What follows belongs to an exercise in optimizing a design on an open flow for small area, a short achievable clock period and few clock cycles; a production flow would make more cautious choices.
The RTL was checked by simulation tests, not by an equivalence proof against the original design.

==> flow/design.v <==
package stbs_pkg;
    localparam int TABLE_DEPTH = 256;
    localparam int KEY_WIDTH   = 32;
    localparam int ADDR_W      = (TABLE_DEPTH > 1) ? $clog2(TABLE_DEPTH) : 1;
    localparam int INDEX_W      = 8;
    localparam int PORT_KEY_W   = 32;
    localparam int RANGE_HIGH_W = 9;
    localparam int BASE_W  = (ADDR_W > INDEX_W) ? ADDR_W : INDEX_W;
    localparam int BOUND_W = BASE_W + 2;
    localparam logic KIND_LOAD   = 1'b0;
    localparam logic KIND_SEARCH = 1'b1;
    typedef enum logic [1:0] {
        ST_IDLE,
        ST_PROBE,
        ST_EMIT
    } state_t;
endpackage
module stbs_ram #(
    parameter int WIDTH = 32,
    parameter int DEPTH = 256,
    localparam int AW   = (DEPTH > 1) ? $clog2(DEPTH) : 1
) (
    input  logic             clk,
    input  logic             we,
    input  logic [AW-1:0]    waddr,
    input  logic [WIDTH-1:0] wdata,
    input  logic             re,
    input  logic [AW-1:0]    raddr,
    output logic [WIDTH-1:0] rdata
);
    logic [WIDTH-1:0] mem [DEPTH];
    logic [WIDTH-1:0] rdata_reg;
    always_ff @(posedge clk) begin
        if (we) begin
            mem[waddr] <= wdata;
        end
        if (re) begin
            rdata_reg <= mem[raddr];
        end
    end
    assign rdata = rdata_reg;
endmodule
module sorted_table_binary_search_top (
    input  logic        aclk,
    input  logic        aresetn,
    input  logic        s_valid,
    output logic        s_ready,
    input  logic        s_kind,
    input  logic [7:0]  s_entry_index,
    input  logic signed [31:0] s_entry_key,
    input  logic signed [31:0] s_search_key,
    input  logic [7:0]  s_range_low,
    input  logic signed [8:0]  s_range_high,
    output logic        m_valid,
    input  logic        m_ready,
    output logic        m_found,
    output logic [7:0]  m_match_index
);
    localparam int AW = stbs_pkg::ADDR_W;
    localparam int BW = stbs_pkg::BOUND_W;
    localparam int KW = stbs_pkg::KEY_WIDTH;
    stbs_pkg::state_t state_reg, state_next;
    logic signed [BW-1:0] lo_reg, lo_next;
    logic signed [BW-1:0] hi_reg, hi_next;
    logic [AW-1:0]        mid_reg, mid_next;
    logic signed [KW-1:0] key_reg, key_next;
    logic       res_found_reg, res_found_next;
    logic [7:0] res_index_reg, res_index_next;
    logic       m_valid_reg, m_valid_next;
    logic       m_found_reg, m_found_next;
    logic [7:0] m_index_reg, m_index_next;
    logic          ram_we;
    logic [AW-1:0] ram_waddr;
    logic [KW-1:0] ram_wdata;
    logic          ram_re;
    logic [KW-1:0] ram_rdata;
    logic s_beat;
    logic load_beat;
    logic search_beat;
    logic out_free;
    logic probe_hit;
    logic probe_gt;
    logic probe_done;
    logic out_load;
    logic signed [BW-1:0] cand_lo;
    logic signed [BW-1:0] cand_hi;
    logic signed [BW-1:0] cand_sum;
    logic                 cand_ok;
    logic signed [BW-1:0] hi_in;
    stbs_ram #(
        .WIDTH (KW),
        .DEPTH (stbs_pkg::TABLE_DEPTH)
    ) u_key_table (
        .clk   (aclk),
        .we    (ram_we),
        .waddr (ram_waddr),
        .wdata (ram_wdata),
        .re    (ram_re),
        .raddr (mid_next),
        .rdata (ram_rdata)
    );
    assign s_beat      = s_valid && s_ready;
    assign load_beat   = s_beat && (s_kind == stbs_pkg::KIND_LOAD);
    assign search_beat = s_beat && (s_kind == stbs_pkg::KIND_SEARCH);
    assign out_free    = !m_valid_reg || m_ready;
    assign probe_hit  = ($signed(ram_rdata) == key_reg);
    assign probe_gt   = ($signed(ram_rdata) > key_reg);
    assign probe_done = probe_hit || !cand_ok;
    always_comb begin
        hi_in = BW'(s_range_high);
        if (hi_in > BW'(stbs_pkg::TABLE_DEPTH - 1)) begin
            hi_in = BW'(stbs_pkg::TABLE_DEPTH - 1);
        end
    end
    always_comb begin
        cand_lo = lo_reg;
        cand_hi = hi_reg;
        if (state_reg == stbs_pkg::ST_IDLE) begin
            cand_lo = BW'(s_range_low);
            cand_hi = hi_in;
        end else if (probe_gt) begin
            cand_hi = BW'(mid_reg) - BW'(1);
        end else begin
            cand_lo = BW'(mid_reg) + BW'(1);
        end
        cand_ok  = (cand_lo <= cand_hi);
        cand_sum = cand_lo + cand_hi;
    end
    always_comb begin
        state_next = state_reg;
        unique case (state_reg)
            stbs_pkg::ST_IDLE: begin
                if (search_beat) begin
                    state_next = cand_ok ? stbs_pkg::ST_PROBE : stbs_pkg::ST_EMIT;
                end
            end
            stbs_pkg::ST_PROBE: begin
                if (probe_done) begin
                    state_next = out_free ? stbs_pkg::ST_IDLE : stbs_pkg::ST_EMIT;
                end
            end
            stbs_pkg::ST_EMIT: begin
                if (out_free) begin
                    state_next = stbs_pkg::ST_IDLE;
                end
            end
            default: state_next = stbs_pkg::ST_IDLE;
        endcase
    end
    always_comb begin
        s_ready   = (state_reg == stbs_pkg::ST_IDLE);
        ram_we    = load_beat &&
                    ({24'd0, s_entry_index} < 32'(stbs_pkg::TABLE_DEPTH));
        ram_waddr = AW'(s_entry_index);
        ram_wdata = KW'(s_entry_key);
        ram_re    = 1'b0;
        lo_next        = cand_lo;
        hi_next        = cand_hi;
        mid_next       = AW'(cand_sum >>> 1);
        key_next       = key_reg;
        res_found_next = res_found_reg;
        res_index_next = res_index_reg;
        out_load       = 1'b0;
        m_found_next   = m_found_reg;
        m_index_next   = m_index_reg;
        unique case (state_reg)
            stbs_pkg::ST_IDLE: begin
                key_next       = KW'(s_search_key);
                ram_re         = search_beat && cand_ok;
                res_found_next = 1'b0;
                res_index_next = '0;
            end
            stbs_pkg::ST_PROBE: begin
                ram_re         = !probe_done;
                res_found_next = probe_hit;
                res_index_next = probe_hit ? 8'(mid_reg) : 8'd0;
                if (probe_done && out_free) begin
                    out_load     = 1'b1;
                    m_found_next = probe_hit;
                    m_index_next = probe_hit ? 8'(mid_reg) : 8'd0;
                end
            end
            stbs_pkg::ST_EMIT: begin
                if (out_free) begin
                    out_load     = 1'b1;
                    m_found_next = res_found_reg;
                    m_index_next = res_index_reg;
                end
            end
            default: ;
        endcase
        if (out_load) begin
            m_valid_next = 1'b1;
        end else if (m_ready) begin
            m_valid_next = 1'b0;
        end else begin
            m_valid_next = m_valid_reg;
        end
    end
    always_ff @(posedge aclk) begin
        if (!aresetn) begin
            state_reg   <= stbs_pkg::ST_IDLE;
            m_valid_reg <= 1'b0;
        end else begin
            state_reg   <= state_next;
            m_valid_reg <= m_valid_next;
        end
    end
    always_ff @(posedge aclk) begin
        lo_reg        <= lo_next;
        hi_reg        <= hi_next;
        if (ram_re) begin
            mid_reg <= mid_next;
        end
        key_reg       <= key_next;
        res_found_reg <= res_found_next;
        res_index_reg <= res_index_next;
        m_found_reg   <= m_found_next;
        m_index_reg   <= m_index_next;
    end
    assign m_valid       = m_valid_reg;
    assign m_found       = m_found_reg;
    assign m_match_index = m_index_reg;
endmodule
Settings: LEC_CHECK=0, CAP_MARGIN=20, CORE_MARGIN=2, CORE_UTILIZATION=40, SLEW_MARGIN=20, SYNTH_MEMORY_MAX_BITS=16384; clock period 9.0 ns.
run.sh (not shown) runs the stock make flow with config.mk's settings and CLKGATE_MAP_FILE= SYNTH_SCRIPT=/design/flow/synth_recipe.tcl, a recipe that flattens the netlist after the stock synthesis.
The first run completed with no timing, DRC or antenna violations.
Testbench counts at the start, summed over its fixed seeds: cycles 26,483.
Then changed:
- SETUP_SLACK_MARGIN: not set -> 5
What happened: The changed run went through all stages and came out clean; maximum frequency goes up by about a fifth; routed wire length goes up by a few percent; area after synthesis stays the same; via count goes up by a few percent; clock-buffer cell count goes down by 23; clock skew goes down by 7.2 ps.

what the ideal ports hide:
In the flow no input, the clock included, has a driving cell. The finished layouts below were timed again as built, in two steps. Step 1 assumes that a clkbuf_16 drives the clock port and a buf_2 every other input. Step 2 also shifts input and output timing later by t, the mid clock arrival at the registers, as if the neighbouring blocks saw the same clock. Slacks: ideal ports / drivers / drivers and shift; pairs: ideal ports / drivers.
| run | t, ns | slack for setup (ns) | latest minus earliest clock arrival (ns) | worst slew at a driven data input, ns | pins driven straight from the clock port |
|---|---|---|---|---|---|
| the first run | 1.308 | 0.299 / 0.299 / 0.299 | 0.089 / 0.089 | 0.30 | 1 |
| the second run | 1.279 | 1.485 / 1.485 / 1.485 | 0.088 / 0.088 | 0.27 | 1 |
After both steps setup and hold are still met in every run listed.
